Context: an optimization exercise on an open-source flow, tuned for a short achievable clock period and few clock cycles per item. The choices shown serve that exercise and are no tape-out recipe.
The RTL was checked by simulation tests, not by an equivalence proof against the original design.
In every run shown here, the design's own scripts or RTL, not TritonCTS, make the clock network.
The clock input has no modelled driver; a real chip could not lean on it and would need a root buffer or a full tree.
Power figures rest on the tool's default switching activity, not on a simulated workload.

File: design/flow/constraint.sdc
create_clock -name core_clock -period 6.5 [get_ports {clock}]
set_input_delay 1.3000 -clock core_clock [delete_from_list [all_inputs] [get_ports {clock}]]
set_output_delay 1.3000 -clock core_clock [all_outputs]
set_load 0.01 [all_outputs]
File: design/flow/flow/mvbuf.tcl
# Move each output port's buffer next to the flip-flop that drives it, so the flip-flop drives a
# short wire and the (stronger) buffer drives the long wire to the pin. Detailed placement
# legalises the moved buffers afterwards.
proc ob_move {} {
  set block [ord::get_db_block]
  set n 0
  foreach bt [$block getBTerms] {
    if {[$bt getIoType] ne "OUTPUT"} continue
    set net [$bt getNet]
    if {$net eq "NULL"} continue
    set drv ""
    foreach it [$net getITerms] { if {[$it isOutputSignal]} { set drv $it } }
    if {$drv eq ""} continue
    set buf [$drv getInst]
    set in ""
    foreach it [$buf getITerms] { if {[$it isInputSignal]} { set in $it } }
    if {$in eq ""} continue
    set n2 [$in getNet]
    if {$n2 eq "NULL" || [llength [$n2 getITerms]] != 2} continue
    set src ""
    foreach it [$n2 getITerms] { if {[$it isOutputSignal]} { set src $it } }
    if {$src eq ""} continue
    set ff [$src getInst]
    set loc [$ff getLocation]
    $buf setLocation [expr {[lindex $loc 0] + [[$ff getMaster] getWidth]}] [lindex $loc 1]
    incr n
  }
  puts "moved $n output buffers next to their drivers"
}
File: design/flow/design.v
module mem_issue_sched #(
  parameter int NLD = 4,
  parameter int NST = 4
) (
  input  logic        clock,
  input  logic        resetn,
  input  logic        alloc_valid,
  input  logic        alloc_store,
  input  logic [31:0] alloc_address,
  input  logic [31:0] alloc_data,
  input  logic [4:0]  alloc_dst,
  output logic        rs_lok,
  output logic        rs_sok,
  output logic        rs_free,
  output logic        mem_req,
  output logic        mem_we,
  output logic [31:0] mem_addr,
  output logic [31:0] mem_wdata,
  input  logic        mem_ack,
  input  logic [31:0] mem_rdata,
  output logic [63:0] out_databus,
  output logic        write_databus,
  output logic [4:0]  out_dst,
  output logic [31:0] out_dst_data,
  output logic        write_dst
);
  localparam int NQ = NLD + NST + 1;   
  localparam int NU = NLD + NST;
  logic        q_st   [NQ];
  logic [31:0] q_addr [NQ];
  logic [31:0] q_data [NQ];
  logic [4:0]  q_dst  [NQ];
  logic [NQ-1:0]  rp_q;                
  logic [NQ-1:0]  wp_l;                
  logic [NU-1:0]  u_l;                 
  logic [NLD-1:0] ld_l;                
  logic [NST-1:0] st_l;                
  logic           acc_q, acc_ld_q, acc_st_q, xfern_q, clp_q, csp_q;
  logic [NQ-1:0]  wp;
  logic [NU-1:0]  u;
  logic [NLD-1:0] ld;
  logic [NST-1:0] st;
  logic           lokn_q, sokn_q;      
  logic           hvn_q, ge2_q;        
  logic           cln_q, cs_q;         
  logic        mem_req_q, mem_we_q;
  logic [31:0] mem_addr_q, mem_wdata_q;
  logic        write_databus_q, write_dst_q;
  logic        cmp_st_q, cmp_ld_q;
  logic [31:0] cmp_addr_q, out_dst_data_q;
  logic [4:0]  out_dst_q;
  logic        rs_lok_q, rs_sok_q, rs_free_q;
  logic acc, acc_ld, acc_st, xfer, comp;
  logic ld_full, st_full, free_if_idle;
  logic        cu_st, nx_st;
  logic [31:0] cu_addr, cu_data, nx_addr, nx_data;
  logic [4:0]  cu_dst, nx_dst;
  logic        tk_st, ht_st;
  logic [31:0] tk_addr, tk_data, ht_addr, ht_data;
  always_comb begin
    wp = acc_q ? {wp_l[NQ-2:0], wp_l[NQ-1]} : wp_l;
    for (int k = 0; k < NU; k++)
      u[k] = (acc_q && xfern_q) ? ((k == 0) ? 1'b1 : u_l[k-1])
           : (!xfern_q && !acc_q) ? ((k == NU - 1) ? 1'b0 : u_l[k+1])
           : u_l[k];
    for (int k = 0; k < NLD; k++)
      ld[k] = (acc_ld_q && !clp_q) ? ((k == 0) ? 1'b1 : ld_l[k-1])
            : (clp_q && !acc_ld_q) ? ((k == NLD - 1) ? 1'b0 : ld_l[k+1])
            : ld_l[k];
    for (int k = 0; k < NST; k++)
      st[k] = (acc_st_q && !csp_q) ? ((k == 0) ? 1'b1 : st_l[k-1])
            : (csp_q && !acc_st_q) ? ((k == NST - 1) ? 1'b0 : st_l[k+1])
            : st_l[k];
    acc_ld = alloc_valid & ~alloc_store & ~lokn_q;
    acc_st = alloc_valid & alloc_store & ~sokn_q;
    acc    = alloc_valid & (alloc_store ? ~sokn_q : ~lokn_q);
    xfer   = ~hvn_q & mem_ack;
    comp   = ~cln_q | cs_q;
    ld_full = (ld[NLD-1] | (ld[NLD-2] & acc_ld)) & cln_q;
    st_full = (st[NST-1] | (st[NST-2] & acc_st)) & ~cs_q;
    free_if_idle = (~ld[0] & ~st[0]) | (comp & ~ld[1] & ~st[1] & (ld[0] ^ st[0]));
    cu_st   = 1'b0;
    cu_addr = '0;
    cu_data = '0;
    cu_dst  = '0;
    nx_st   = 1'b0;
    nx_addr = '0;
    nx_data = '0;
    nx_dst  = '0;
    for (int i = 0; i < NQ; i++) begin
      if (rp_q[i]) begin
        cu_st   = cu_st   | q_st[i];
        cu_addr = cu_addr | q_addr[i];
        cu_data = cu_data | q_data[i];
        cu_dst  = cu_dst  | q_dst[i];
      end
      if (rp_q[(i + NQ - 1) % NQ]) begin
        nx_st   = nx_st   | q_st[i];
        nx_addr = nx_addr | q_addr[i];
        nx_data = nx_data | q_data[i];
        nx_dst  = nx_dst  | q_dst[i];
      end
    end
    tk_st   = ge2_q ? nx_st   : alloc_store;
    tk_addr = ge2_q ? nx_addr : alloc_address;
    tk_data = ge2_q ? nx_data : alloc_data;
    ht_st   = ~hvn_q ? cu_st   : alloc_store;
    ht_addr = ~hvn_q ? cu_addr : alloc_address;
    ht_data = ~hvn_q ? cu_data : alloc_data;
  end
  always_ff @(posedge clock) begin
    for (int i = 0; i < NQ; i++)
      if (wp[i]) begin
        q_st[i]   <= alloc_store;
        q_addr[i] <= alloc_address;
        q_data[i] <= alloc_data;
        q_dst[i]  <= alloc_dst;
      end
  end
  always_ff @(posedge clock) begin
    mem_we_q       <= mem_ack ? tk_st   : ht_st;
    mem_addr_q     <= mem_ack ? tk_addr : ht_addr;
    mem_wdata_q    <= mem_ack ? tk_data : ht_data;
    cmp_st_q       <= cu_st;
    cmp_ld_q       <= ~cu_st;
    cmp_addr_q     <= cu_addr;
    out_dst_q      <= cu_dst;
    out_dst_data_q <= mem_rdata;
  end
  always_ff @(posedge clock) begin
    if (!resetn) begin
      wp_l            <= NQ'(1);
      rp_q            <= NQ'(1);
      u_l             <= '0;
      ld_l            <= '0;
      st_l            <= '0;
      acc_q           <= 1'b0;
      acc_ld_q        <= 1'b0;
      acc_st_q        <= 1'b0;
      xfern_q         <= 1'b1;
      clp_q           <= 1'b0;
      csp_q           <= 1'b0;
      lokn_q          <= 1'b0;
      sokn_q          <= 1'b0;
      hvn_q           <= 1'b1;
      ge2_q           <= 1'b0;
      cln_q           <= 1'b1;
      cs_q            <= 1'b0;
      mem_req_q       <= 1'b0;
      write_databus_q <= 1'b0;
      write_dst_q     <= 1'b0;
      rs_lok_q        <= 1'b1;
      rs_sok_q        <= 1'b1;
      rs_free_q       <= 1'b1;
    end else begin
      wp_l            <= wp;
      if (xfer) rp_q  <= {rp_q[NQ-2:0], rp_q[NQ-1]};
      u_l             <= u;
      ld_l            <= ld;
      st_l            <= st;
      acc_q           <= acc;
      acc_ld_q        <= acc_ld;
      acc_st_q        <= acc_st;
      xfern_q         <= ~xfer;
      clp_q           <= ~cln_q;
      csp_q           <= cs_q;
      lokn_q          <= ld_full;
      sokn_q          <= st_full;
      hvn_q           <= ~(acc | u[1] | (u[0] & ~mem_ack));
      ge2_q           <= u[2] | (u[1] & (acc | ~mem_ack)) | (u[0] & acc & ~mem_ack);
      cln_q           <= ~(xfer & ~cu_st);
      cs_q            <= xfer & cu_st;
      mem_req_q       <= acc | u[1] | (u[0] & ~mem_ack);
      write_databus_q <= xfer;
      write_dst_q     <= xfer & ~cu_st;
      rs_lok_q        <= ~ld_full;
      rs_sok_q        <= ~st_full;
      rs_free_q       <= ~acc & free_if_idle;
    end
  end
  assign rs_lok        = rs_lok_q;
  assign rs_sok        = rs_sok_q;
  assign rs_free       = rs_free_q;
  assign mem_req       = mem_req_q;
  assign mem_we        = mem_we_q;
  assign mem_addr      = mem_addr_q;
  assign mem_wdata     = mem_wdata_q;
  assign write_databus = write_databus_q;
  assign out_databus   = {14'h0, cmp_st_q, cmp_ld_q, 16'h0, cmp_addr_q};
  assign write_dst     = write_dst_q;
  assign out_dst       = out_dst_q;
  assign out_dst_data  = out_dst_data_q;
endmodule
File: design/flow/flow/mktree.tcl
# Manual two-level clock tree: clock port -> NROOT root buffers -> leaf buffers -> flip-flops.
# Leaves come from recursive bisection of the flip-flops by location, roots from bisection of leaves.
proc ct_bisect {items maxn} {
  # items: list of {x y payload}; returns list of groups
  if {[llength $items] <= $maxn} { return [list $items] }
  set xs [lmap it $items {lindex $it 0}]
  set ys [lmap it $items {lindex $it 1}]
  set dx [expr {[tcl::mathfunc::max {*}$xs] - [tcl::mathfunc::min {*}$xs]}]
  set dy [expr {[tcl::mathfunc::max {*}$ys] - [tcl::mathfunc::min {*}$ys]}]
  set idx [expr {$dx >= $dy ? 0 : 1}]
  set s [lsort -real -index $idx $items]
  set h [expr {[llength $s] / 2}]
  return [concat [ct_bisect [lrange $s 0 [expr {$h - 1}]] $maxn] [ct_bisect [lrange $s $h end] $maxn]]
}
proc ct_split {items n} {
  # split into exactly n groups of near-equal size by recursive cuts across the longer side
  if {$n <= 1} { return [list $items] }
  set xs [lmap it $items {lindex $it 0}]
  set ys [lmap it $items {lindex $it 1}]
  set dx [expr {[tcl::mathfunc::max {*}$xs] - [tcl::mathfunc::min {*}$xs]}]
  set dy [expr {[tcl::mathfunc::max {*}$ys] - [tcl::mathfunc::min {*}$ys]}]
  set idx [expr {$dx >= $dy ? 0 : 1}]
  set s [lsort -real -index $idx $items]
  set m [expr {$n / 2}]
  set h [expr {int(round(double([llength $s]) * $m / $n))}]
  return [concat [ct_split [lrange $s 0 [expr {$h - 1}]] $m] [ct_split [lrange $s $h end] [expr {$n - $m}]]]
}
proc ct_centroid {items} {
  set sx 0; set sy 0
  foreach it $items { set sx [expr {$sx + [lindex $it 0]}]; set sy [expr {$sy + [lindex $it 1]}] }
  set n [llength $items]
  return [list [expr {int($sx / $n)}] [expr {int($sy / $n)}]]
}
proc ct_out {inst} {
  foreach it [$inst getITerms] { if {[$it isOutputSignal]} { return $it } }
  error "no output on [$inst getName]"
}
proc ct_in {inst} {
  foreach it [$inst getITerms] { if {[$it isInputSignal]} { return $it } }
  error "no input on [$inst getName]"
}
proc ct_build {leafmax nroot leafcell rootcell} {
  set block [ord::get_db_block]
  set db [ord::get_db]
  set clknet [$block findNet clock]
  set sinks {}
  foreach it [$clknet getITerms] {
    set inst [$it getInst]
    set bb [$inst getBBox]
    lappend sinks [list [expr {([$bb xMin] + [$bb xMax]) / 2}] [expr {([$bb yMin] + [$bb yMax]) / 2}] $it]
  }
  puts "CT sinks [llength $sinks]"
  set lmaster [$db findMaster $leafcell]
  set rmaster [$db findMaster $rootcell]
  set groups [ct_split $sinks [expr {([llength $sinks] + $leafmax - 1) / $leafmax}]]
  puts "CT leaves [llength $groups]"
  set leaves {}
  set i 0
  foreach g $groups {
    set c [ct_centroid $g]
    set inst [odb::dbInst_create $block $lmaster "ctleaf_$i"]
    set w [$lmaster getWidth]
    $inst setLocation [expr {[lindex $c 0] - $w / 2}] [lindex $c 1]
    $inst setPlacementStatus PLACED
    set net [odb::dbNet_create $block "ctleafnet_$i"]
    $net setSigType CLOCK
    foreach s $g { set it [lindex $s 2]; $it disconnect; $it connect $net }
    [ct_out $inst] connect $net
    lappend leaves [list [lindex $c 0] [lindex $c 1] [ct_in $inst]]
    incr i
  }
  set rgroups [ct_split $leaves $nroot]
  set j 0
  foreach g $rgroups {
    set c [ct_centroid $g]
    set inst [odb::dbInst_create $block $rmaster "ctroot_$j"]
    $inst setLocation [expr {[lindex $c 0] - [$rmaster getWidth] / 2}] [lindex $c 1]
    $inst setPlacementStatus PLACED
    set net [odb::dbNet_create $block "ctrootnet_$j"]
    $net setSigType CLOCK
    foreach s $g { [lindex $s 2] connect $net }
    [ct_out $inst] connect $net
    [ct_in $inst] connect $clknet
    incr j
  }
  $clknet setSigType CLOCK
  puts "CT roots $j"
}
File: design/flow/config.mk
export PLATFORM = sky130hd
export DESIGN_NAME = mem_issue_sched
export DESIGN_NICKNAME = mem_issue_sched
export VERILOG_FILES = /design/flow/design.v
export SDC_FILE = /design/flow/constraint.sdc
export NUM_CORES = 4
export LEC_CHECK = 0
export ABC_CLOCK_PERIOD_IN_PS = 1500
export CAP_MARGIN = 20
export CORE_MARGIN = 2
export CORE_UTILIZATION = 40
export SETUP_SLACK_MARGIN = 5
export SLEW_MARGIN = 20
File: design/flow/standard.sh
#!/bin/bash
# synth_recipe.tcl (not shown) runs the flow's synth.tcl, then flattens the netlist and writes it again
# the make line also repeats each setting of config.mk as NAME=value (left out here)
make -C /OpenROAD-flow-scripts/flow DESIGN_CONFIG=/design/flow/config.mk WORK_HOME=/design/flow/orfs CLKGATE_MAP_FILE= SYNTH_SCRIPT=/design/flow/synth_recipe.tcl "${@:-finish}"
File: design/flow/flow/run.sh
#!/bin/bash
# Standard ORFS layout, except that the clock tree is built by flow/pre_cts.tcl (a shallow,
# balanced two-level tree) instead of TritonCTS. make's output goes to standard.log; each ORFS
# step keeps its own log under orfs/logs.
set -euo pipefail
here=$(pwd)
bash standard.sh PRE_CTS_TCL="$here/flow/pre_cts.tcl" finish > "$here/standard.log" 2>&1
File: design/flow/flow/pre_cts.tcl
# Runs before ORFS's CTS step: builds a two-level clock tree by hand (clock port -> 4 root
# inverters -> leaf inverters of at most 26 flip-flops each; two inversions, so the flip-flops
# see the clock's own polarity), moves each output port's buffer next to the flip-flop driving
# it, and turns ORFS's calls to repair_clock_inverters and clock_tree_synthesis into no-ops (the
# first would clone the leaf inverters per flip-flop), so the rest of the step (legalisation,
# timing repair) runs as usual.
source [file join [file dirname [info script]] mktree.tcl]
source [file join [file dirname [info script]] mvbuf.tcl]
ct_build 26 4 sky130_fd_sc_hd__inv_12 sky130_fd_sc_hd__inv_16
ob_move
proc repair_clock_inverters {args} { puts "repair_clock_inverters skipped: manual clock tree built" }
proc clock_tree_synthesis {args} { puts "clock_tree_synthesis skipped: manual clock tree built" }
==> impl_metrics.xml, run 1 <==
<?xml version="1.0" encoding="UTF-8"?>
<metrics>
  <group name="status">
    <metric name="outcome" unit="">timing/DRC/antenna clean</metric>
  </group>
  <group name="worst_hold_path">
    <metric name="hold-path-cell-count" unit="">1</metric>
    <metric name="worst_hold_path_type" unit="">flop to flop</metric>
  </group>
  <group name="routing">
    <metric name="final_antenna_violating_net_count" unit="">0</metric>
    <metric name="drt_iter0_drc" unit="">4819</metric>
    <metric name="drtPass1Iterations" unit="">12</metric>
    <metric name="vias" unit="">26452</metric>
    <metric name="routed_wirelength" unit="mm">139</metric>
    <metric name="wire_per_inst" unit="µm">35.9</metric>
    <metric name="drt-vias-per-instance" unit="">6.85</metric>
    <metric name="drc" unit="">0</metric>
  </group>
  <group name="cts">
    <metric name="ctsHoldBuffers" unit="">0</metric>
    <metric name="clock_input_transition_at_the_sequential_cells_of_the_worst_setup_and_hold_paths" unit="ns">0.10</metric>
    <metric name="insertion_delay" unit="ns">0.23</metric>
  </group>
  <group name="timing">
    <metric name="finalSetupViolations" unit="">0</metric>
    <metric name="timing.setup.tns" unit="ns">0</metric>
    <metric name="post-route-period-util" unit="">0.306</metric>
    <metric name="timing.clock.skew" unit="ns">0.0202</metric>
    <metric name="finalHoldViolations" unit="">0</metric>
    <metric name="hold_ws" unit="ns">0.487</metric>
    <metric name="final_max_slew_viol_count" unit="">0</metric>
    <metric name="post-route-min-period" unit="ns">1.99</metric>
    <metric name="clock.fmax" unit="MHz">502</metric>
    <metric name="rsz0062_at_grt" unit="">true</metric>
    <metric name="tightestPinTransition" unit="ns">0.668</metric>
    <metric name="relSlewSlack" unit="">0.555</metric>
  </group>
  <group name="synthesis">
    <metric name="netlist_area" unit="mm²">0.0324</metric>
    <metric name="synth_seq_cells" unit="">818</metric>
    <metric name="synth_area_per_cell" unit="µm²">13.8</metric>
    <metric name="post_synth_num_cell_types" unit="">42</metric>
    <metric name="synth_cells" unit="">2357</metric>
    <metric name="synth_seq_area_share" unit="">0.699</metric>
    <metric name="yosys_warn_count" unit="">5</metric>
  </group>
  <group name="floorplanning">
    <metric name="initial_core_utilization" unit="">0.403</metric>
    <metric name="io_pins" unit="">278</metric>
    <metric name="placement_row_count" unit="">104</metric>
    <metric name="core_region_area" unit="mm²">0.0804</metric>
    <metric name="die-height" unit="µm">289</metric>
    <metric name="dieArea" unit="mm²">0.0834</metric>
    <metric name="die-width" unit="µm">289</metric>
  </group>
  <group name="worst_setup_path">
    <metric name="critical_path_depth" unit="">5</metric>
    <metric name="timing.setup.critical_path_class" unit="">input pin to flop</metric>
    <metric name="worst_path_dominant_cell_family" unit="">simple AND/OR/NAND/NOR gates</metric>
    <metric name="worstRegToRegCells" unit="">7</metric>
    <metric name="critPathCaptureType" unit="">flop</metric>
    <metric name="critPathLaunchType" unit="">input pin</metric>
    <metric name="crit_path_cell_trace" unit="">buf_16, nor2b_4, buf_6, nand2_4, a21oi_4</metric>
    <metric name="cp_slowest_cell" unit="">nor2b_4</metric>
    <metric name="cp_data_arrival_time" unit="ns">2.14</metric>
    <metric name="critPathMaxStageDelay" unit="ns">0.29</metric>
    <metric name="cp_num_buf_inv" unit="">2</metric>
    <metric name="worst-path-max-fanout" unit="">8</metric>
    <metric name="worst_ep_required_time" unit="ns">6.65</metric>
  </group>
  <group name="final_layout">
    <metric name="area_growth" unit="%">40.6</metric>
    <metric name="num-nets-final" unit="">2912</metric>
    <metric name="regArea" unit="mm²">0.0229</metric>
    <metric name="multiInputGateArea" unit="mm²">0.0108</metric>
    <metric name="final_core_utilization" unit="">0.567</metric>
    <metric name="post_route_cells_drive_above_1_share" unit="">0.382</metric>
    <metric name="layout.filler_cells" unit="">6024</metric>
  </group>
  <group name="power">
    <metric name="power.density" unit="mW/mm²">218</metric>
    <metric name="p_leak" unit="µW">0.0153</metric>
    <metric name="ir_drop" unit="V">0.000211</metric>
  </group>
  <group name="flow_run">
    <metric name="cap_violations" unit="">0</metric>
  </group>
  <group name="global_routing">
    <metric name="grt_antenna_before_repair" unit="">3</metric>
    <metric name="grt.busiest_layer" unit="">met2</metric>
    <metric name="globalRouteMet1Util" unit="">0.379</metric>
    <metric name="global_routing_met3_resource_utilization" unit="">0.0714</metric>
    <metric name="grt_remaining_overflow" unit="">0</metric>
    <metric name="gr-usage-met2" unit="">0.465</metric>
    <metric name="aggregate_global_route_resource_usage" unit="">0.295</metric>
    <metric name="grt_first_pass_wirelength" unit="mm">178</metric>
    <metric name="number_of_global_route_vias_before_repair" unit="">24884</metric>
    <metric name="grt_max_degree" unit="">71</metric>
  </group>
  <group name="place">
    <metric name="placement.io_buffers" unit="">247</metric>
    <metric name="dp_hpwl" unit="mm">45.1</metric>
    <metric name="replace_congestion" unit="">0.791</metric>
  </group>
</metrics>
[state kept, by name (all words and copies together) (netlist names), 4 cells and up]
register and cells:
st_l 4, wp_l 9, mem_addr_q 32, cmp_addr_q 32
q_dst 45, q_data 288, out_dst_data_q 32, out_dst_q 5
ld_l 4, rp_q 9, q_st 9, q_addr 288
u_l 8, mem_wdata_q 32
[layout by cell type (no fill, tap or decap), types with 39 or more instances in the layout]
master	synthesis	layout
nand2_1	156	148
dfxtp_1	188	40
nand4_1	98	98
buf_6	6	198
nor2_1	89	66
o21ai_2	0	46
edfxtp_1	630	630
nand3_1	42	39
a22oi_1	461	437
dfxtp_2	0	135
nor2b_1	68	54
o32ai_2	1	48
buf_12	0	128
buf_16	0	126
buf_4	40	55
[metal layers]
| metal | up-vias | wire length [µm] |
|---|---|---|
| met2 | 2503 | 62900 |
| li1 | 10320 | - |
| met4 | 4 | 9410 |
| met5 | - | 29 |
| met3 | 559 | 19800 |
| met1 | 13066 | 46400 |
[through the flow]
stage	power, µW	cell area (µm²)	cells	setup slack (ns)
CTS	9240	43300	3775	4.35
global placement	7100	35900	3492	3.56
finish	9930	45600	3862	4.51
detailed placement	7130	35900	3492	3.53
floorplan	6620	33100	2386	4.48
global route	10200	45600	3861	4.50
[kinds of logic (layout without fill, tap and decap cells)]
family,after synthesis,count (layout),share of synthesized area
compound gates,738,738,0.171
fa+ha+maj,3,3,0.00116
buf+inv,232,622,0.0370
flops,818,818,0.699
mux,26,51,0.00868
other cells,1,31,0.000116
simple gates,539,539,0.0822
[path summary, 6_finish.rpt]
kind / from / end / slack [ns]
worst max-delay path: mem_ack / rp_q[2] / 4.51
worst min register to register: cln_q / rs_lok_q / 0.49
worst max register to register: acc_q / ge2_q / 4.68
worst min-delay path: cln_q / rs_lok_q / 0.49
[what timing repair did]
| action | 4_1_cts | 5_1_grt |
|---|---|---|
| pin swaps | 94 | 109 |
| endpoints found under the setup margin | 1590 | 615 |
| resized for setup | 1920 | 249 |
| cloned | 130 | 38 |
| buffers inserted | 117 | 48 |
[report_power, final]
part / total (µW) / switching, µW / internal (µW)
registers: 6000 / 133 / 5870
clock network: 2140 / 1840 / 300
logic: 1790 / 861 / 925
total: 9930 / 2830 / 7100
[synth_stat cells, drive strengths merged]
| cell | instances | area share |
|---|---|---|
| conb | 1 | 0.00012 |
| and2 | 11 | 0.0021 |
| o21a | 3 | 0.00069 |
| a31oi | 1 | 0.00019 |
| o2111ai | 1 | 0.00027 |
| dfxtp | 188 | 0.12 |
| nor2b | 68 | 0.013 |
| mux2i | 12 | 0.0037 |
| inv | 10 | 0.0012 |
| nor3 | 36 | 0.0057 |
| a211oi | 34 | 0.0079 |
| o31a | 1 | 0.00027 |
| o221ai | 1 | 0.00027 |
| nand4 | 98 | 0.019 |
| nand3 | 42 | 0.0065 |
| o32ai | 66 | 0.018 |
| edfxtp | 630 | 0.58 |
| o21ai | 69 | 0.011 |
| ha | 3 | 0.0012 |
| and3 | 3 | 0.00058 |
| a22oi | 461 | 0.11 |
| a41oi | 1 | 0.00027 |
| a21oi | 19 | 0.0029 |
| a22o | 37 | 0.010 |
| nand2b | 2 | 0.00039 |
| a21o | 1 | 0.00023 |
| a222oi | 37 | 0.011 |
| nor2 | 89 | 0.010 |
| o31ai | 1 | 0.00023 |
| mux2 | 14 | 0.0050 |
| clkbuf | 66 | 0.0076 |
| nand2 | 156 | 0.018 |
| or2 | 34 | 0.0066 |
| a221oi | 5 | 0.0014 |
| buf | 156 | 0.028 |
[final cells by class]
cell class,count,area share
well taps,1060,0.0291
repair buffers,574,0.217
multi-input cells,1361,0.236
flip-flops and latches,818,0.502
inverters,46,0.0143
diodes,1,0.0000549
repair inverters,2,0.000713
Testbench counts, summed over its fixed seeds: cycles 3,216, items 3,200.
==> run 2, diff against run 1 <==
--- a/design/flow/flow/mvbuf.tcl
+++ b/design/flow/flow/mvbuf.tcl
@@ -1,5 +1,6 @@
-# Move each output port's buffer next to the flip-flop that drives it, so the flip-flop drives a
-# short wire and the (stronger) buffer drives the long wire to the pin. Detailed placement
-# legalises the moved buffers afterwards.
-proc ob_move {} {
+# Move each output port's flip-flop and buffer part of the way towards the port's pin, with the
+# buffer right next to the flip-flop: the flip-flop drives a short wire, the (stronger) buffer the
+# rest of the way to the pin, and the flip-flop's own input wire grows only by the distance moved.
+# Detailed placement legalises the moved cells afterwards.
+proc ob_move {frac} {
   set block [ord::get_db_block]
@@ -23,7 +24,13 @@
     set ff [$src getInst]
+    set bb [$bt getBBox]
+    set px [expr {([$bb xMin] + [$bb xMax]) / 2}]
+    set py [expr {([$bb yMin] + [$bb yMax]) / 2}]
     set loc [$ff getLocation]
-    $buf setLocation [expr {[lindex $loc 0] + [[$ff getMaster] getWidth]}] [lindex $loc 1]
+    set fx [expr {int([lindex $loc 0] + $frac * ($px - [lindex $loc 0]))}]
+    set fy [expr {int([lindex $loc 1] + $frac * ($py - [lindex $loc 1]))}]
+    $ff setLocation $fx $fy
+    $buf setLocation [expr {$fx + [[$ff getMaster] getWidth]}] $fy
     incr n
   }
-  puts "moved $n output buffers next to their drivers"
+  puts "moved $n output flip-flops and buffers"
 }
==> design/flow/flow/pre_cts.tcl (replaced) <==
# Runs before ORFS's CTS step: moves each output port's flip-flop half way towards its pin with
# the port's buffer next to it; builds a two-level clock tree by hand (clock port -> 4 root
# inverters -> leaf inverters of at most 26 flip-flops each; two inversions, so the flip-flops
# see the clock's own polarity); and turns ORFS's calls to repair_clock_inverters and
# clock_tree_synthesis into no-ops (the first would clone the leaf inverters per flip-flop), so
# the rest of the step (legalisation, timing repair) runs as usual.
source [file join [file dirname [info script]] mktree.tcl]
source [file join [file dirname [info script]] mvbuf.tcl]
ob_move 0.5
ct_build 26 4 sky130_fd_sc_hd__inv_12 sky130_fd_sc_hd__inv_16
proc repair_clock_inverters {args} { puts "repair_clock_inverters skipped: manual clock tree built" }
proc clock_tree_synthesis {args} { puts "clock_tree_synthesis skipped: manual clock tree built" }
==> run 2 against run 1 <==
Effect of this change: register-to-register slack got worse by 0.08 ns; worst hold slack improved by 0.030 ns; routed wire length increased by 0.73%; clock skew decreased by 0.0024 ns; clock power about the same; total power increased by 0.59%; die area unchanged; combinational power increased by 3%; first-iteration DRC count increased by 1.4%; global-route usage decreased by 0.60 points; highest routed layer is now met4; still clean; sequential power about the same; critical path depth decreased by 4.
==> impl_metrics.xml, run 2 <==
<?xml version="1.0" encoding="UTF-8"?>
<metrics>
  <group name="routing">
    <metric name="drtPass1Iterations" unit="">6</metric>
    <metric name="drt_iter0_drc" unit="">4886</metric>
    <metric name="routed_wirelength" unit="mm">140</metric>
    <metric name="drc" unit="">0</metric>
    <metric name="final_antenna_violating_net_count" unit="">0</metric>
    <metric name="vias" unit="">26540</metric>
    <metric name="drt-vias-per-instance" unit="">6.83</metric>
    <metric name="wire_per_inst" unit="µm">35.9</metric>
  </group>
  <group name="timing">
    <metric name="relSlewSlack" unit="">0.579</metric>
    <metric name="clock.fmax" unit="MHz">505</metric>
    <metric name="post-route-period-util" unit="">0.305</metric>
    <metric name="final_max_slew_viol_count" unit="">0</metric>
    <metric name="timing.clock.skew" unit="ns">0.0178</metric>
    <metric name="finalHoldViolations" unit="">0</metric>
    <metric name="timing.setup.tns" unit="ns">0</metric>
    <metric name="post-route-min-period" unit="ns">1.98</metric>
    <metric name="finalWorstSetupSlack" unit="ns">4.52</metric>
    <metric name="finalSetupViolations" unit="">0</metric>
    <metric name="rsz0062_at_grt" unit="">true</metric>
    <metric name="hold_ws" unit="ns">0.518</metric>
    <metric name="tightestPinTransition" unit="ns">0.631</metric>
  </group>
  <group name="floorplanning">
    <metric name="die-width" unit="µm">289</metric>
    <metric name="dieArea" unit="mm²">0.0834</metric>
    <metric name="die-height" unit="µm">289</metric>
    <metric name="placement_row_count" unit="">104</metric>
    <metric name="core_region_area" unit="mm²">0.0804</metric>
    <metric name="initial_core_utilization" unit="">0.403</metric>
    <metric name="io_pins" unit="">278</metric>
  </group>
  <group name="final_layout">
    <metric name="mostFrequentLayoutCell" unit="">edfxtp_1</metric>
    <metric name="area_growth" unit="%">43.3</metric>
    <metric name="post_route_cells_drive_above_1_share" unit="">0.396</metric>
    <metric name="layout_top_registers" unit="">q_addr: 288 flops, q_data: 288 flops, q_dst: 45 flops</metric>
    <metric name="final_cell_mix" unit="">edfxtp_1, a22oi_1, buf_6</metric>
    <metric name="layout.filler_cells" unit="">5912</metric>
    <metric name="num-nets-final" unit="">2934</metric>
  </group>
  <group name="worst_setup_path">
    <metric name="cp_num_buf_inv" unit="">1</metric>
    <metric name="critical_path_depth" unit="">1</metric>
    <metric name="timing.rr.start" unit="">rp_q[0]</metric>
    <metric name="crit_path_cell_trace" unit="">buf_6</metric>
    <metric name="r2r-end" unit="">mem_addr_q[18]</metric>
    <metric name="worst_setup_slack_for_register_to_register_paths" unit="ns">4.60</metric>
    <metric name="critPathCaptureType" unit="">output port</metric>
    <metric name="worst_ep_required_time" unit="ns">5.20</metric>
    <metric name="cp_slowest_cell" unit="">dfxtp_2</metric>
    <metric name="critPathLaunchType" unit="">flop</metric>
    <metric name="critPathMaxStageDelay" unit="ns">0.34</metric>
    <metric name="worstRegToRegCells" unit="">6</metric>
    <metric name="cp_data_arrival_time" unit="ns">0.68</metric>
    <metric name="worst-path-max-fanout" unit="">1</metric>
    <metric name="worst_path_dominant_cell_family" unit="">flip-flops</metric>
    <metric name="timing.setup.critical_path_class" unit="">flop to output port</metric>
  </group>
  <group name="power">
    <metric name="p_leak" unit="µW">0.0155</metric>
    <metric name="combPwrFrac" unit="">0.184</metric>
    <metric name="clock_power_share" unit="">0.215</metric>
    <metric name="p_switching" unit="µW">2880</metric>
    <metric name="ir_drop" unit="V">0.000211</metric>
    <metric name="power.density" unit="mW/mm²">215</metric>
    <metric name="power.total" unit="µW">9990</metric>
    <metric name="internal_power_consumption" unit="µW">7100</metric>
    <metric name="netSwitchingFraction" unit="">0.289</metric>
    <metric name="share_seq_of_total_power" unit="">0.601</metric>
  </group>
  <group name="synthesis">
    <metric name="synth_seq_area_share" unit="">0.699</metric>
    <metric name="post_synth_num_cell_types" unit="">42</metric>
    <metric name="yosysMostFrequentCell" unit="">edfxtp_1</metric>
    <metric name="synth_seq_cells" unit="">818</metric>
    <metric name="synth_largest_area_cell" unit="">edfxtp_1</metric>
    <metric name="yosysTopAreaCellShare" unit="">0.583</metric>
    <metric name="netlist_area" unit="mm²">0.0324</metric>
    <metric name="ys_dominant_reg_cell" unit="">edfxtp_1</metric>
    <metric name="synth_area_leaders" unit="">edfxtp_1, dfxtp_1, a22oi_1, nand4_1, nand2_1</metric>
    <metric name="synth_area_per_cell" unit="µm²">13.8</metric>
    <metric name="synth_cells" unit="">2357</metric>
    <metric name="yosys_warn_count" unit="">5</metric>
    <metric name="synth_enable_flop_cells" unit="">630</metric>
    <metric name="synth.top_cells.by_count" unit="">edfxtp_1, a22oi_1, dfxtp_1</metric>
    <metric name="ys_async_sr_fraction" unit="">0</metric>
  </group>
  <group name="place">
    <metric name="preCtsSetupSlack" unit="ns">3.53</metric>
    <metric name="placement.io_buffers" unit="">247</metric>
    <metric name="replace_congestion" unit="">0.791</metric>
    <metric name="dp_hpwl" unit="mm">45.1</metric>
  </group>
  <group name="global_routing">
    <metric name="grt_antenna_before_repair" unit="">2</metric>
    <metric name="grt_first_pass_wirelength" unit="mm">176</metric>
    <metric name="gr-usage-met2" unit="">0.465</metric>
    <metric name="grt_max_degree" unit="">71</metric>
    <metric name="grt_remaining_overflow" unit="">0</metric>
    <metric name="number_of_global_route_vias_before_repair" unit="">25084</metric>
    <metric name="globalRouteMet1Util" unit="">0.374</metric>
    <metric name="global_routing_met3_resource_utilization" unit="">0.0645</metric>
    <metric name="grt.busiest_layer" unit="">met2</metric>
    <metric name="aggregate_global_route_resource_usage" unit="">0.289</metric>
  </group>
  <group name="cts">
    <metric name="insertion_delay" unit="ns">0.23</metric>
    <metric name="clock_input_transition_at_the_sequential_cells_of_the_worst_setup_and_hold_paths" unit="ns">0.10</metric>
  </group>
  <group name="worst_hold_path">
    <metric name="timing.hold.worst.start" unit="">q_dst[4][1]</metric>
    <metric name="hold-path-endpoint" unit="">out_dst_q[1]</metric>
    <metric name="hold-path-cell-count" unit="">2</metric>
    <metric name="worst_hold_path_type" unit="">flop to flop</metric>
  </group>
  <group name="status">
    <metric name="outcome" unit="">timing/DRC/antenna clean</metric>
  </group>
  <group name="flow_run">
    <metric name="cap_violations" unit="">0</metric>
  </group>
</metrics>
## run 2: cell counts after synthesis
No cell type changed its count.
## run 2: area by class of cell
class                      count  area (µm²)  share of cell area
inverter                      46         657              0.0141
sequential                   818       22900               0.493
timing repair buffer         584        9820               0.211
tap                         1060        1330              0.0285
timing repair inverter         2        32.5            0.000700
multi-input combinational   1373       11700               0.252
antenna                        2        5.00            0.000108
## run 2: kinds of logic (layout without fill, tap and decap cells)
kind of cell,count (synthesis),after routing,share of synthesized area
AND/OR/NAND/NOR,539,539,0.0822
multiplexers,26,63,0.00868
AO/OA/AOI/OAI,738,738,0.171
other,1,32,0.000116
adder cells (fa/ha/maj),3,3,0.00116
flip-flops,818,818,0.699
buffers and inverters,232,632,0.0370
## run 2: repair_timing
item                                     CTS  global route
endpoints found under the setup margin  1590           909
pin swaps                                 93           112
gates resized for setup                 1997           260
hold buffers                               0             0
buffers inserted                         133            59
gates cloned                             101            62
## run 2: tightest hold or removal path, stage by stage (launching register included)
cell	delay, ns
edfxtp_1	0.35
a221oi_2	0.05
nand3_1	0.08
## run 2: per-stage QoR
stage,std cells,util,instance area (µm²)
2_1_floorplan,2386,-,33100
3_3_place_gp,3492,0.446,35900
3_5_place_dp,3492,0.446,35900
4_1_cts,3762,0.541,43500
5_1_grt,3883,0.578,46500
6_report,3885,0.578,46500
## run 2: worst max path at each step
stage | from | end | slack (ns)
floorplan | mem_ack | mem_addr_q[12] | 4.48
global placement | mem_ack | mem_addr_q[20] | 3.56
detailed placement | mem_ack | mem_addr_q[18] | 3.53
CTS | alloc_store | rs_free_q | 4.29
global route | mem_wdata_q[28] | mem_wdata[28] | 4.50
finish | mem_wdata_q[5] | mem_wdata[5] | 4.52
## run 2: power by group through the flow
stage	Clock, µW	Combinational (µW)	Sequential, µW
final	2140	1840	6010
after global routing	2320	1900	6020
after CTS	1570	1590	6110
after global placement	0	950	6150
after detailed placement	0	968	6160
after floorplan	0	511	6110
## run 2: layer usage
layer / part of all wire / up-vias
met5: 0 / -
met4: 0.061 / 0
met3: 0.14 / 495
met2: 0.46 / 2495
met1: 0.34 / 13166
li1: - / 10384
==> run 3, diff against run 2 <==
--- a/design/flow/flow/pre_cts.tcl
+++ b/design/flow/flow/pre_cts.tcl
@@ -1,2 +1,2 @@
-# Runs before ORFS's CTS step: moves each output port's flip-flop half way towards its pin with
+# Runs before ORFS's CTS step: moves each output port's flip-flop three quarters of the way towards its pin with
 # the port's buffer next to it; builds a two-level clock tree by hand (clock port -> 4 root
@@ -8,3 +8,3 @@
 source [file join [file dirname [info script]] mvbuf.tcl]
-ob_move 0.5
+ob_move 0.75
 ct_build 26 4 sky130_fd_sc_hd__inv_12 sky130_fd_sc_hd__inv_16
==> run 3 against run 2 <==
Effect of this change: largest power group unchanged; critical endpoint is now rp_q[7]; routed wire length increased by 1.3%; critical path depth up 4; sequential power about the same; still clean on timing, DRC and antenna; register-to-register slack hardly changed; combinational power barely moved; clock skew up 0.011 ns.
==> impl_metrics.xml, run 3 <==
<?xml version="1.0" encoding="UTF-8"?>
<metrics>
  <group name="timing">
    <metric name="finalSetupViolations" unit="">0</metric>
    <metric name="timing.setup.tns" unit="ns">0</metric>
    <metric name="clock.fmax" unit="MHz">498</metric>
    <metric name="rsz0062_at_grt" unit="">true</metric>
    <metric name="timing.clock.skew" unit="ns">0.0286</metric>
    <metric name="tightestPinTransition" unit="ns">0.639</metric>
    <metric name="relSlewSlack" unit="">0.574</metric>
    <metric name="finalHoldViolations" unit="">0</metric>
    <metric name="final_max_slew_viol_count" unit="">0</metric>
    <metric name="post-route-period-util" unit="">0.309</metric>
    <metric name="post-route-min-period" unit="ns">2.01</metric>
  </group>
  <group name="synthesis">
    <metric name="synth_area_leaders" unit="">edfxtp_1, dfxtp_1, a22oi_1, nand4_1, nand2_1</metric>
    <metric name="yosysMostFrequentCell" unit="">edfxtp_1</metric>
    <metric name="synth_seq_area_share" unit="">0.699</metric>
    <metric name="yosys_warn_count" unit="">5</metric>
    <metric name="synth_enable_flop_cells" unit="">630</metric>
    <metric name="yosysTopAreaCellShare" unit="">0.583</metric>
    <metric name="synth.top_cells.by_count" unit="">edfxtp_1, a22oi_1, dfxtp_1</metric>
    <metric name="netlist_area" unit="mm²">0.0324</metric>
    <metric name="ys_dominant_reg_cell" unit="">edfxtp_1</metric>
    <metric name="synth_cells" unit="">2357</metric>
    <metric name="synth_largest_area_cell" unit="">edfxtp_1</metric>
    <metric name="synth_area_per_cell" unit="µm²">13.8</metric>
    <metric name="ys_async_sr_fraction" unit="">0</metric>
    <metric name="synth_seq_cells" unit="">818</metric>
    <metric name="post_synth_num_cell_types" unit="">42</metric>
  </group>
  <group name="power">
    <metric name="p_leak" unit="µW">0.0156</metric>
    <metric name="p_switching" unit="µW">2900</metric>
    <metric name="internal_power_consumption" unit="µW">7100</metric>
    <metric name="ir_drop" unit="V">0.000214</metric>
    <metric name="clock_power_share" unit="">0.214</metric>
    <metric name="power.density" unit="mW/mm²">215</metric>
    <metric name="combPwrFrac" unit="">0.186</metric>
    <metric name="netSwitchingFraction" unit="">0.290</metric>
    <metric name="share_seq_of_total_power" unit="">0.599</metric>
  </group>
  <group name="floorplanning">
    <metric name="core_region_area" unit="mm²">0.0804</metric>
    <metric name="die-width" unit="µm">289</metric>
    <metric name="dieArea" unit="mm²">0.0834</metric>
    <metric name="placement_row_count" unit="">104</metric>
    <metric name="initial_core_utilization" unit="">0.403</metric>
    <metric name="io_pins" unit="">278</metric>
    <metric name="die-height" unit="µm">289</metric>
  </group>
  <group name="global_routing">
    <metric name="grt_remaining_overflow" unit="">0</metric>
    <metric name="number_of_global_route_vias_before_repair" unit="">25130</metric>
    <metric name="grt_max_degree" unit="">71</metric>
    <metric name="grt_antenna_before_repair" unit="">4</metric>
    <metric name="aggregate_global_route_resource_usage" unit="">0.293</metric>
    <metric name="grt_first_pass_wirelength" unit="mm">178</metric>
  </group>
  <group name="worst_setup_path">
    <metric name="worst_ep_required_time" unit="ns">6.65</metric>
    <metric name="crit_path_cell_trace" unit="">buf_16, nor2b_4, buf_6, nand2_4, a21oi_2</metric>
    <metric name="critPathMaxStageDelay" unit="ns">0.29</metric>
    <metric name="worst_path_dominant_cell_family" unit="">simple AND/OR/NAND/NOR gates</metric>
    <metric name="timing.setup.critical_path_class" unit="">input pin to flop</metric>
    <metric name="critPathLaunchType" unit="">input pin</metric>
    <metric name="critPathCaptureType" unit="">flop</metric>
    <metric name="worst-path-max-fanout" unit="">7</metric>
    <metric name="cp_data_arrival_time" unit="ns">2.16</metric>
    <metric name="cp_num_buf_inv" unit="">2</metric>
    <metric name="cp_slowest_cell" unit="">nor2b_4</metric>
  </group>
  <group name="place">
    <metric name="placement.io_buffers" unit="">247</metric>
    <metric name="dp_hpwl" unit="mm">45.1</metric>
    <metric name="postPlaceCellArea" unit="mm²">0.0359</metric>
    <metric name="replace_congestion" unit="">0.791</metric>
  </group>
  <group name="routing">
    <metric name="routed_wirelength" unit="mm">141</metric>
    <metric name="wire_per_inst" unit="µm">36.3</metric>
    <metric name="vias" unit="">26793</metric>
    <metric name="drc" unit="">0</metric>
    <metric name="drt_iter0_drc" unit="">4761</metric>
    <metric name="final_antenna_violating_net_count" unit="">0</metric>
    <metric name="drtPass1Iterations" unit="">9</metric>
    <metric name="drt-vias-per-instance" unit="">6.87</metric>
  </group>
  <group name="final_layout">
    <metric name="mostFrequentLayoutCell" unit="">edfxtp_1</metric>
    <metric name="final_area" unit="mm²">0.0466</metric>
    <metric name="layout_top_registers" unit="">q_addr: 288 flops, q_data: 288 flops, q_dst: 45 flops</metric>
    <metric name="area_growth" unit="%">43.8</metric>
    <metric name="num-nets-final" unit="">2951</metric>
    <metric name="post_route_cells_drive_above_1_share" unit="">0.413</metric>
    <metric name="final_cell_mix" unit="">edfxtp_1, a22oi_1, buf_6</metric>
    <metric name="num_antenna_cells" unit="">0</metric>
    <metric name="final_core_utilization" unit="">0.580</metric>
  </group>
  <group name="cts">
    <metric name="insertion_delay" unit="ns">0.23</metric>
    <metric name="ctsHoldBuffers" unit="">0</metric>
    <metric name="clock_input_transition_at_the_sequential_cells_of_the_worst_setup_and_hold_paths" unit="ns">0.11</metric>
  </group>
  <group name="flow_run">
    <metric name="cap_violations" unit="">0</metric>
  </group>
  <group name="worst_hold_path">
    <metric name="worst_hold_path_type" unit="">flop to flop</metric>
  </group>
  <group name="status">
    <metric name="outcome" unit="">timing/DRC/antenna clean</metric>
  </group>
</metrics>
-- run 3: cell counts after synthesis --
Identical to the previous run, type by type.
-- run 3: repair_timing --
action / CTS / global route
setup buffers: 143 / 70
resized for setup: 1973 / 282
endpoints found under the setup margin: 1590 / 1030
pin swaps: 122 / 125
cloned: 94 / 65
hold endpoints to repair: 0 / 0
-- run 3: tightest hold or removal path, stage by stage, from the launching register on --
cell and delay (ns):
dfxtp_1 0.34, a21oi_1 0.06, nor2_1 0.08
-- run 3: worst paths after layout --
| path | endpoint | slack [ns] | cells past startpoint | startpoint |
|---|---|---|---|---|
| setup reg to reg | mem_addr_q[31] | 4.60 | 7 | rp_q[0] |
| setup / recovery | rp_q[7] | 4.49 | 5 | mem_ack |
| hold / removal | u_l[7] | 0.52 | 2 | u_l[7] |
| hold reg to reg | u_l[7] | 0.52 | 2 | u_l[7] |
-- run 3: layer usage --
| metal | vias to the layer above | wire [µm] | global-route usage |
|---|---|---|---|
| met5 | - | 20 | 0 |
| met4 | 2 | 8870 | 0.132 |
| met3 | 527 | 19200 | 0.0479 |
| met2 | 2486 | 64200 | 0.470 |
| met1 | 13348 | 49200 | 0.392 |
| li1 | 10430 | - | - |
-- run 3: power groups by stage --
stage | Combinational, µW | Sequential (µW) | Clock, µW
2_1_floorplan | 511 | 6110 | 0
3_3_place_gp | 950 | 6150 | 0
3_5_place_dp | 968 | 6160 | 0
4_1_cts | 1590 | 6110 | 1570
5_1_grt | 1930 | 6010 | 2320
6_report | 1870 | 6000 | 2140
-- run 3: final cells by class --
class	count	area [µm²]
tap	1060	1330
sequential	818	22900
fill	5912	33800
timing repair inverter	2	32.5
timing repair buffer	597	9780
multi-input combinational	1377	11900
inverter	46	657
-- run 3: cell families (layout without fill, tap and decap cells) --
logic type               after synthesis  after routing  share of synthesized area
flip-flops                           818            818                      0.699
AO/OA/AOI/OAI                        738            738                      0.171
AND/OR/NAND/NOR                      539            539                     0.0822
buffers and inverters                232            645                     0.0370
multiplexers                          26             67                    0.00868
adder cells (fa/ha/maj)                3              3                    0.00116
other                                  1             30                   0.000116
-- run 3: stage by stage --
step | total power, µW | cells | hold WS (ns) | setup WS [ns]
floorplan | 6620 | 2386 | 0.404 | 4.48
global placement | 7100 | 3492 | 0.466 | 3.56
detailed placement | 7130 | 3492 | 0.474 | 3.53
CTS | 9270 | 3765 | 0.487 | 4.27
global route | 10300 | 3900 | 0.543 | 4.50
finish | 10000 | 3900 | 0.518 | 4.49
==> run 4, diff against run 3 <==
--- a/design/flow/design.v
+++ b/design/flow/design.v
@@ -26,3 +26,3 @@
 );
-  localparam int NQ = NLD + NST + 1;   
+  localparam int NQ = NLD + NST;       
   localparam int NU = NLD + NST;
@@ -44,2 +44,3 @@
   logic           hvn_q, ge2_q;        
+  logic           full_q;              
   logic           cln_q, cs_q;         
@@ -112,3 +113,3 @@
     for (int i = 0; i < NQ; i++)
-      if (wp[i]) begin
+      if (wp[i] & ~full_q) begin
         q_st[i]   <= alloc_store;
@@ -146,2 +147,3 @@
       ge2_q           <= 1'b0;
+      full_q          <= 1'b0;
       cln_q           <= 1'b1;
@@ -170,2 +172,3 @@
       ge2_q           <= u[2] | (u[1] & (acc | ~mem_ack)) | (u[0] & acc & ~mem_ack);
+      full_q          <= ~xfer & (u[NU-1] | (u[NU-2] & acc));
       cln_q           <= ~(xfer & ~cu_st);
--- a/design/flow/flow/pre_cts.tcl
+++ b/design/flow/flow/pre_cts.tcl
@@ -1,2 +1,2 @@
-# Runs before ORFS's CTS step: moves each output port's flip-flop three quarters of the way towards its pin with
+# Runs before ORFS's CTS step: moves each output port's flip-flop half way towards its pin with
 # the port's buffer next to it; builds a two-level clock tree by hand (clock port -> 4 root
@@ -8,3 +8,3 @@
 source [file join [file dirname [info script]] mvbuf.tcl]
-ob_move 0.75
+ob_move 0.5
 ct_build 26 4 sky130_fd_sc_hd__inv_12 sky130_fd_sc_hd__inv_16
==> run 4 against run 3 <==
Effect of this change: still clean on timing, DRC and antenna; sequential power down 9.0%; sequential cell count is 71 lower; fmax shrank 1.8%; synthesized cell count decreased by 16%; critical path depth is the same; utilization up 0.98 points; critical endpoint is now ge2_q; largest cell class unchanged; highest routed layer unchanged.
==> impl_metrics.xml, run 4 <==
<?xml version="1.0" encoding="UTF-8"?>
<metrics>
  <group name="routing">
    <metric name="drt-vias-per-instance" unit="">6.66</metric>
    <metric name="wire_per_inst" unit="µm">34.0</metric>
    <metric name="routed_wirelength" unit="mm">117</metric>
    <metric name="drtPass1Iterations" unit="">8</metric>
    <metric name="drt_iter0_drc" unit="">3962</metric>
    <metric name="vias" unit="">22823</metric>
    <metric name="final_antenna_violating_net_count" unit="">0</metric>
    <metric name="drc" unit="">0</metric>
  </group>
  <group name="timing">
    <metric name="tightestPinTransition" unit="ns">0.614</metric>
    <metric name="timing.setup.tns" unit="ns">0</metric>
    <metric name="clock.fmax" unit="MHz">489</metric>
    <metric name="final_max_slew_viol_count" unit="">0</metric>
    <metric name="rsz0062_at_grt" unit="">true</metric>
    <metric name="hold_ws" unit="ns">0.492</metric>
    <metric name="finalHoldViolations" unit="">0</metric>
    <metric name="post-route-period-util" unit="">0.314</metric>
    <metric name="finalSetupViolations" unit="">0</metric>
    <metric name="relSlewSlack" unit="">0.586</metric>
    <metric name="finalWorstSetupSlack" unit="ns">4.46</metric>
    <metric name="timing.clock.skew" unit="ns">0.0402</metric>
    <metric name="post-route-min-period" unit="ns">2.04</metric>
  </group>
  <group name="floorplanning">
    <metric name="die-width" unit="µm">274</metric>
    <metric name="placement_row_count" unit="">99</metric>
    <metric name="core_region_area" unit="mm²">0.0726</metric>
    <metric name="die-height" unit="µm">274</metric>
    <metric name="initial_core_utilization" unit="">0.402</metric>
    <metric name="io_pins" unit="">278</metric>
    <metric name="dieArea" unit="mm²">0.0751</metric>
  </group>
  <group name="worst_setup_path">
    <metric name="worst_ep_required_time" unit="ns">6.62</metric>
    <metric name="critPathLaunchType" unit="">input pin</metric>
    <metric name="critPathMaxStageDelay" unit="ns">0.27</metric>
    <metric name="cp_slowest_cell" unit="">a311o_1</metric>
    <metric name="critical_path_depth" unit="">5</metric>
    <metric name="timing.setup.critical_path_class" unit="">input pin to flop</metric>
    <metric name="critPathCaptureType" unit="">flop</metric>
    <metric name="worst_path_dominant_cell_family" unit="">simple AND/OR/NAND/NOR gates</metric>
    <metric name="r2r-end" unit="">ge2_q</metric>
    <metric name="worstSetupEndpoint" unit="">ge2_q</metric>
    <metric name="cp_num_buf_inv" unit="">1</metric>
    <metric name="crit_path_cell_trace" unit="">buf_12, mux2i_4, and3_4, and2_4, a311o_1</metric>
    <metric name="worst_setup_slack_for_register_to_register_paths" unit="ns">4.54</metric>
    <metric name="critical_path.startpoint" unit="">alloc_store</metric>
    <metric name="timing.rr.start" unit="">acc_q</metric>
    <metric name="worstRegToRegCells" unit="">7</metric>
    <metric name="worst-path-max-fanout" unit="">4</metric>
    <metric name="cp_data_arrival_time" unit="ns">2.17</metric>
  </group>
  <group name="synthesis">
    <metric name="synth_largest_area_cell" unit="">edfxtp_1</metric>
    <metric name="synth_cells" unit="">1982</metric>
    <metric name="ys_dominant_reg_cell" unit="">edfxtp_1</metric>
    <metric name="synth_area_leaders" unit="">edfxtp_1, dfxtp_1, a22oi_1, a222oi_1, and4_1</metric>
    <metric name="ys_async_sr_fraction" unit="">0</metric>
    <metric name="synth_seq_area_share" unit="">0.705</metric>
    <metric name="yosysTopAreaCellShare" unit="">0.577</metric>
    <metric name="netlist_area" unit="mm²">0.0292</metric>
    <metric name="yosysMostFrequentCell" unit="">edfxtp_1</metric>
    <metric name="synth_seq_cells" unit="">747</metric>
    <metric name="post_synth_num_cell_types" unit="">41</metric>
    <metric name="synth_enable_flop_cells" unit="">560</metric>
    <metric name="synth_area_per_cell" unit="µm²">14.7</metric>
    <metric name="synth.top_cells.by_count" unit="">edfxtp_1, a22oi_1, dfxtp_1</metric>
    <metric name="yosys_warn_count" unit="">5</metric>
  </group>
  <group name="final_layout">
    <metric name="regArea" unit="mm²">0.0208</metric>
    <metric name="area_growth" unit="%">46.7</metric>
    <metric name="final_core_utilization" unit="">0.590</metric>
    <metric name="layout.filler_cells" unit="">5231</metric>
    <metric name="mostFrequentLayoutCell" unit="">edfxtp_1</metric>
    <metric name="final_area" unit="mm²">0.0428</metric>
    <metric name="post_route_cells_drive_above_1_share" unit="">0.438</metric>
    <metric name="final_cell_mix" unit="">edfxtp_1, buf_6, a22oi_1</metric>
    <metric name="num-nets-final" unit="">2581</metric>
    <metric name="layout_top_registers" unit="">q_addr: 256 flops, q_data: 256 flops, q_dst: 40 flops</metric>
    <metric name="multiInputGateArea" unit="mm²">0.00951</metric>
    <metric name="num_antenna_cells" unit="">0</metric>
  </group>
  <group name="global_routing">
    <metric name="aggregate_global_route_resource_usage" unit="">0.266</metric>
    <metric name="grt_max_degree" unit="">81</metric>
    <metric name="grt_antenna_before_repair" unit="">2</metric>
    <metric name="grt_remaining_overflow" unit="">0</metric>
    <metric name="grt_first_pass_wirelength" unit="mm">148</metric>
    <metric name="number_of_global_route_vias_before_repair" unit="">21676</metric>
  </group>
  <group name="place">
    <metric name="dp_hpwl" unit="mm">41.3</metric>
    <metric name="placement.io_buffers" unit="">247</metric>
    <metric name="preCtsSetupSlack" unit="ns">3.28</metric>
    <metric name="replace_congestion" unit="">0.793</metric>
    <metric name="postPlaceCellArea" unit="mm²">0.0326</metric>
  </group>
  <group name="worst_hold_path">
    <metric name="worst_hold_path_type" unit="">flop to flop</metric>
  </group>
  <group name="cts">
    <metric name="insertion_delay" unit="ns">0.23</metric>
    <metric name="ctsHoldBuffers" unit="">0</metric>
    <metric name="clock_input_transition_at_the_sequential_cells_of_the_worst_setup_and_hold_paths" unit="ns">0.10</metric>
  </group>
  <group name="flow_run">
    <metric name="cap_violations" unit="">0</metric>
  </group>
  <group name="status">
    <metric name="outcome" unit="">timing/DRC/antenna clean</metric>
  </group>
  <group name="power">
    <metric name="p_leak" unit="µW">0.0146</metric>
    <metric name="ir_drop" unit="V">0.000235</metric>
    <metric name="power.density" unit="mW/mm²">209</metric>
  </group>
</metrics>
## run 4: cell types whose count changed after synthesis, sizes merged, moves of 31 or more
| cell | delta |
|---|---|
| buf | -31 |
| and4 | +66 |
| o22ai | +33 |
| edfxtp | -70 |
| a22oi | -245 |
| nor2 | -77 |
| nand4 | -61 |
| a222oi | +60 |
| nand2 | -60 |
| a221oi | +60 |
| or2 | -34 |
| nor3 | -36 |
| o32ai | -34 |
| mux2i | +44 |
## run 4: logic make-up (layout without fill, tap and decap cells)
family                     Yosys count  in the layout  synth area share
AOI/OAI and AO/OA                  639            639             0.172
adders and majority gates            3              3           0.00129
buffers and inverters              216            674            0.0390
DFF                                747            747             0.705
muxes                               57             57            0.0196
other                                1             30          0.000129
and+or+nand+nor                    319            320            0.0634
## run 4: layout make-up
type | count | area share
sequential | 747 | 0.486
multi-input combinational | 1049 | 0.222
timing repair buffer | 632 | 0.250
tap | 959 | 0.0280
inverter | 42 | 0.0137
## run 4: metrics by stage
| step | std cells | power [µW] |
|---|---|---|
| 6_report | 3429 | 8970 |
| 3_5_place_dp | 3040 | 6390 |
| 5_1_grt | 3429 | 9220 |
| 2_1_floorplan | 2011 | 5960 |
| 4_1_cts | 3294 | 8360 |
| 3_3_place_gp | 3040 | 6370 |
## run 4: worst register-to-register path, cell delays in order, from the launching register on
cell and delay, ns:
dfxtp_4 0.38, buf_4 0.14, inv_1 0.05, ha_2 0.28, mux2i_1 0.26, o21ai_1 0.16, o21bai_1 0.20, a311o_1 0.37
## run 4: how the worst min path moves through the flow
stage / startpoint / end / slack, ns / depth (start not counted)
after floorplan: cln_q / rs_lok_q / 0.40 / 1
after global placement: cln_q / rs_lok_q / 0.44 / 1
after detailed placement: cln_q / rs_lok_q / 0.43 / 1
after CTS: cs_q / sokn_q / 0.47 / 1
after global routing: cs_q / sokn_q / 0.52 / 1
final: cs_q / sokn_q / 0.49 / 1
## run 4: per-layer routing
layer | up-vias | part of all wire | track usage
met4 | 4 | 0.051 | 0.0951
met3 | 323 | 0.12 | 0.0444
met1 | 11531 | 0.36 | 0.357
li1 | 9190 | - | -
met2 | 1775 | 0.47 | 0.438
met5 | - | 0.00020 | 0
## run 4: what timing repair did
item,CTS,global route
pin swaps,59,111
resized for setup,1947,262
setup buffers,124,86
gates cloned,97,49
setup endpoints to repair,1449,918
## run 4: power breakdown
part	switching [µW]	internal, µW	total (µW)
clock	1660	279	1940
combinational	708	853	1560
sequential	116	5350	5460
Testbench counts of run 4, summed over its fixed seeds: cycles 3,216, items 3,200.
==> run 5, diff against run 4 <==
--- a/design/flow/config.mk
+++ b/design/flow/config.mk
@@ -10,3 +10,3 @@
 export CORE_MARGIN = 2
-export CORE_UTILIZATION = 40
+export CORE_UTILIZATION = 45
 export SETUP_SLACK_MARGIN = 5
==> run 5 against run 4 <==
Effect of this change: final cell count is 2.5% lower; utilization increased by 8.5 points; area after synthesis did not move; clock power about the same; sequential power about the same; critical path depth stayed put; critical endpoint unchanged; largest power group unchanged.
==> impl_metrics.xml, run 5 <==
<?xml version="1.0" encoding="UTF-8"?>
<metrics>
  <group name="floorplanning">
    <metric name="die-height" unit="µm">259</metric>
    <metric name="placement_row_count" unit="">93</metric>
    <metric name="core_region_area" unit="mm²">0.0642</metric>
    <metric name="die-width" unit="µm">259</metric>
    <metric name="dieArea" unit="mm²">0.0669</metric>
    <metric name="initial_core_utilization" unit="">0.454</metric>
    <metric name="io_pins" unit="">278</metric>
  </group>
  <group name="worst_setup_path">
    <metric name="timing.setup.critical_path_class" unit="">input pin to flop</metric>
    <metric name="critPathCaptureType" unit="">flop</metric>
    <metric name="worst_path_dominant_cell_family" unit="">simple AND/OR/NAND/NOR gates</metric>
    <metric name="critPathLaunchType" unit="">input pin</metric>
    <metric name="worst_ep_required_time" unit="ns">6.63</metric>
    <metric name="r2r-end" unit="">q_dst[1][4]</metric>
    <metric name="cp_num_buf_inv" unit="">1</metric>
    <metric name="worstRegToRegCells" unit="">9</metric>
    <metric name="worst-path-max-fanout" unit="">4</metric>
    <metric name="cp_data_arrival_time" unit="ns">2.16</metric>
    <metric name="crit_path_cell_trace" unit="">buf_12, mux2i_4, and3_4, and2_4, a311o_1</metric>
    <metric name="worst_setup_slack_for_register_to_register_paths" unit="ns">4.47</metric>
    <metric name="critPathMaxStageDelay" unit="ns">0.25</metric>
    <metric name="timing.rr.start" unit="">acc_q</metric>
    <metric name="cp_slowest_cell" unit="">a311o_1</metric>
  </group>
  <group name="worst_hold_path">
    <metric name="hold-path-endpoint" unit="">out_dst_q[4]</metric>
    <metric name="timing.hold.worst.start" unit="">q_dst[6][4]</metric>
    <metric name="worst_hold_path_type" unit="">flop to flop</metric>
    <metric name="hold-path-cell-count" unit="">2</metric>
  </group>
  <group name="synthesis">
    <metric name="netlist_area" unit="mm²">0.0292</metric>
    <metric name="synth.top_cells.by_count" unit="">edfxtp_1, a22oi_1, dfxtp_1</metric>
    <metric name="synth_enable_flop_cells" unit="">560</metric>
    <metric name="post_synth_num_cell_types" unit="">41</metric>
    <metric name="ys_dominant_reg_cell" unit="">edfxtp_1</metric>
    <metric name="synth_area_per_cell" unit="µm²">14.7</metric>
    <metric name="synth_seq_area_share" unit="">0.705</metric>
    <metric name="synth_largest_area_cell" unit="">edfxtp_1</metric>
    <metric name="yosys_warn_count" unit="">5</metric>
    <metric name="synth_seq_cells" unit="">747</metric>
    <metric name="synth_cells" unit="">1982</metric>
    <metric name="yosysTopAreaCellShare" unit="">0.577</metric>
    <metric name="synth_area_leaders" unit="">edfxtp_1, dfxtp_1, a22oi_1, a222oi_1, and4_1</metric>
    <metric name="ys_async_sr_fraction" unit="">0</metric>
    <metric name="yosysMostFrequentCell" unit="">edfxtp_1</metric>
  </group>
  <group name="cts">
    <metric name="clock_input_transition_at_the_sequential_cells_of_the_worst_setup_and_hold_paths" unit="ns">0.10</metric>
    <metric name="ctsHoldBuffers" unit="">0</metric>
    <metric name="insertion_delay" unit="ns">0.23</metric>
  </group>
  <group name="routing">
    <metric name="drc" unit="">0</metric>
    <metric name="routed_wirelength" unit="mm">120</metric>
    <metric name="drt_iter0_drc" unit="">4204</metric>
    <metric name="wire_per_inst" unit="µm">36.0</metric>
    <metric name="drt-vias-per-instance" unit="">7.01</metric>
    <metric name="drtPass1Iterations" unit="">8</metric>
    <metric name="final_antenna_violating_net_count" unit="">0</metric>
    <metric name="vias" unit="">23441</metric>
  </group>
  <group name="final_layout">
    <metric name="area_growth" unit="%">48.5</metric>
    <metric name="layout.filler_cells" unit="">4021</metric>
    <metric name="num_antenna_cells" unit="">0</metric>
    <metric name="layout_top_registers" unit="">q_addr: 256 flops, q_data: 256 flops, q_dst: 40 flops</metric>
    <metric name="num-nets-final" unit="">2600</metric>
    <metric name="mostFrequentLayoutCell" unit="">edfxtp_1</metric>
    <metric name="final_area" unit="mm²">0.0433</metric>
    <metric name="post_route_cells_drive_above_1_share" unit="">0.444</metric>
    <metric name="final_cell_mix" unit="">edfxtp_1, buf_6, a22oi_1</metric>
    <metric name="final_core_utilization" unit="">0.674</metric>
  </group>
  <group name="timing">
    <metric name="finalHoldViolations" unit="">0</metric>
    <metric name="post-route-period-util" unit="">0.312</metric>
    <metric name="tightestPinTransition" unit="ns">0.596</metric>
    <metric name="final_max_slew_viol_count" unit="">0</metric>
    <metric name="timing.setup.tns" unit="ns">0</metric>
    <metric name="finalSetupViolations" unit="">0</metric>
    <metric name="clock.fmax" unit="MHz">493</metric>
    <metric name="post-route-min-period" unit="ns">2.03</metric>
    <metric name="timing.clock.skew" unit="ns">0.0442</metric>
    <metric name="rsz0062_at_grt" unit="">true</metric>
    <metric name="relSlewSlack" unit="">0.599</metric>
  </group>
  <group name="global_routing">
    <metric name="grt_max_degree" unit="">70</metric>
    <metric name="grt_first_pass_wirelength" unit="mm">147</metric>
    <metric name="aggregate_global_route_resource_usage" unit="">0.295</metric>
    <metric name="number_of_global_route_vias_before_repair" unit="">21404</metric>
    <metric name="grt_antenna_before_repair" unit="">1</metric>
    <metric name="grt_remaining_overflow" unit="">0</metric>
  </group>
  <group name="place">
    <metric name="placement.io_buffers" unit="">247</metric>
    <metric name="replace_congestion" unit="">0.807</metric>
    <metric name="postPlaceCellArea" unit="mm²">0.0325</metric>
    <metric name="dp_hpwl" unit="mm">40.8</metric>
  </group>
  <group name="status">
    <metric name="outcome" unit="">timing/DRC/antenna clean</metric>
  </group>
  <group name="flow_run">
    <metric name="cap_violations" unit="">0</metric>
  </group>
  <group name="power">
    <metric name="p_leak" unit="µW">0.0149</metric>
    <metric name="power.density" unit="mW/mm²">207</metric>
    <metric name="ir_drop" unit="V">0.000208</metric>
  </group>
</metrics>
==> run 5: changes by cell type in the layout (fill, tap and decap cells not counted), sizes merged <==
| cell | before | now |
|---|---|---|
| buf | 594 | 604 |
| clkbuf | 38 | 46 |
| nor2 | 12 | 13 |
==> run 5: layout make-up <==
type	instances	area [µm²]	area share
Tap cell	855	1070	0.0247
Multi-Input combinational cell	1050	9640	0.223
Timing Repair Buffer	650	11200	0.259
Inverter	42	586	0.0135
Sequential cell	747	20800	0.480
==> run 5: worst register-to-register path: cells and delay by family, from the launching register on <==
kind                   cells  cell delay (ns)
buffers and inverters      7             0.94
DFF                        1             0.38
muxes                      1             0.20
and+or+nand+nor            1             0.18
==> run 5: cells by family after synthesis <==
family,count (synthesis),synth area share
buffers and inverters,216,0.0390
muxes,57,0.0196
AOI/OAI and AO/OA,639,0.172
and+or+nand+nor,319,0.0634
adders and majority gates,3,0.00129
DFF,747,0.705
other,1,0.000129
==> run 5: how the worst max path moves through the flow <==
stage / from / end / cells after the start
floorplan: acc_q / q_addr[2][0] / 3
global placement: mem_ack / rp_q[0] / 5
detailed placement: mem_ack / rp_q[0] / 5
CTS: alloc_store / ge2_q / 5
global route: alloc_store / full_q / 5
finish: alloc_store / ge2_q / 5
==> run 5: where the power goes <==
part	switching, µW	internal, µW	leakage, µW
sequential	117	5350	0.00672
combinational	715	824	0.00796
clock	1680	279	0.000251
==> run 5: what timing repair did <==
action	4_1_cts	5_1_grt
resized for setup	2023	227
pin swaps	81	131
endpoints found under the setup margin	1449	885
cloned	99	70
buffers inserted	106	100
==> run 5: through the flow <==
| stage | total power, µW | setup slack [ns] | std cells | hold WS [ns] |
|---|---|---|---|---|
| 3_3_place_gp | 6370 | 3.30 | 2936 | 0.437 |
| 2_1_floorplan | 5960 | 4.38 | 2011 | 0.404 |
| 5_1_grt | 9190 | 4.43 | 3344 | 0.495 |
| 3_5_place_dp | 6380 | 3.26 | 2936 | 0.449 |
| 4_1_cts | 8270 | 4.21 | 3174 | 0.462 |
| 6_report | 8960 | 4.47 | 3344 | 0.495 |
==> run 5: per-layer routing <==
layer	global-route usage	share of wire	vias up
met5	0	0	-
met4	0.0822	0.057	0
met3	0.0500	0.14	432
met2	0.500	0.46	2101
met1	0.392	0.34	11674
li1	-	-	9234

[afterwards: timing with drivers on the ports]
The results above use ideal ports. As a check the final layouts listed here were re-extracted and re-timed, cells and wires unchanged.
Step 1, drivers: a clkbuf_16 drives clock and a buf_2 each remaining input, both assumed.
Step 2 times the ports against the registers' clock, not the clock port: input delays grow and output delays shrink by t, the midpoint of the rising clock arrivals with the driver on.
a / b / c = no drivers / after step 1 / after step 2; a / b = the first two.
| run | shift t [ns] | slack for setup (ns) | hold WS [ns] | worst register clock-pin slew, ns | cell pins on the clock port's net |
|---|---|---|---|---|---|
| run 1 | 0.474 | 4.508 / 4.118 / 3.645 | 0.487 / 0.488 / 0.488 | 0.11 / 0.11 | 4 |
| run 2 | 0.479 | 4.519 / 4.064 / 3.585 | 0.518 / 0.518 / 0.518 | 0.11 / 0.11 | 4 |
| run 3 | 0.468 | 4.492 / 4.159 / 3.692 | 0.518 / 0.518 / 0.518 | 0.11 / 0.12 | 4 |
| run 4 | 0.457 | 4.457 / 4.206 / 3.749 | 0.492 / 0.492 / 0.492 | 0.11 / 0.11 | 4 |
| run 5 | 0.454 | 4.470 / 3.932 / 3.479 | 0.495 / 0.495 / 0.495 | 0.11 / 0.11 | 4 |
After both steps every run listed still meets setup and hold. For run 5, which loses most, drivers alone change the setup slack by -0.538 ns; drivers and shift together by -0.991 ns.
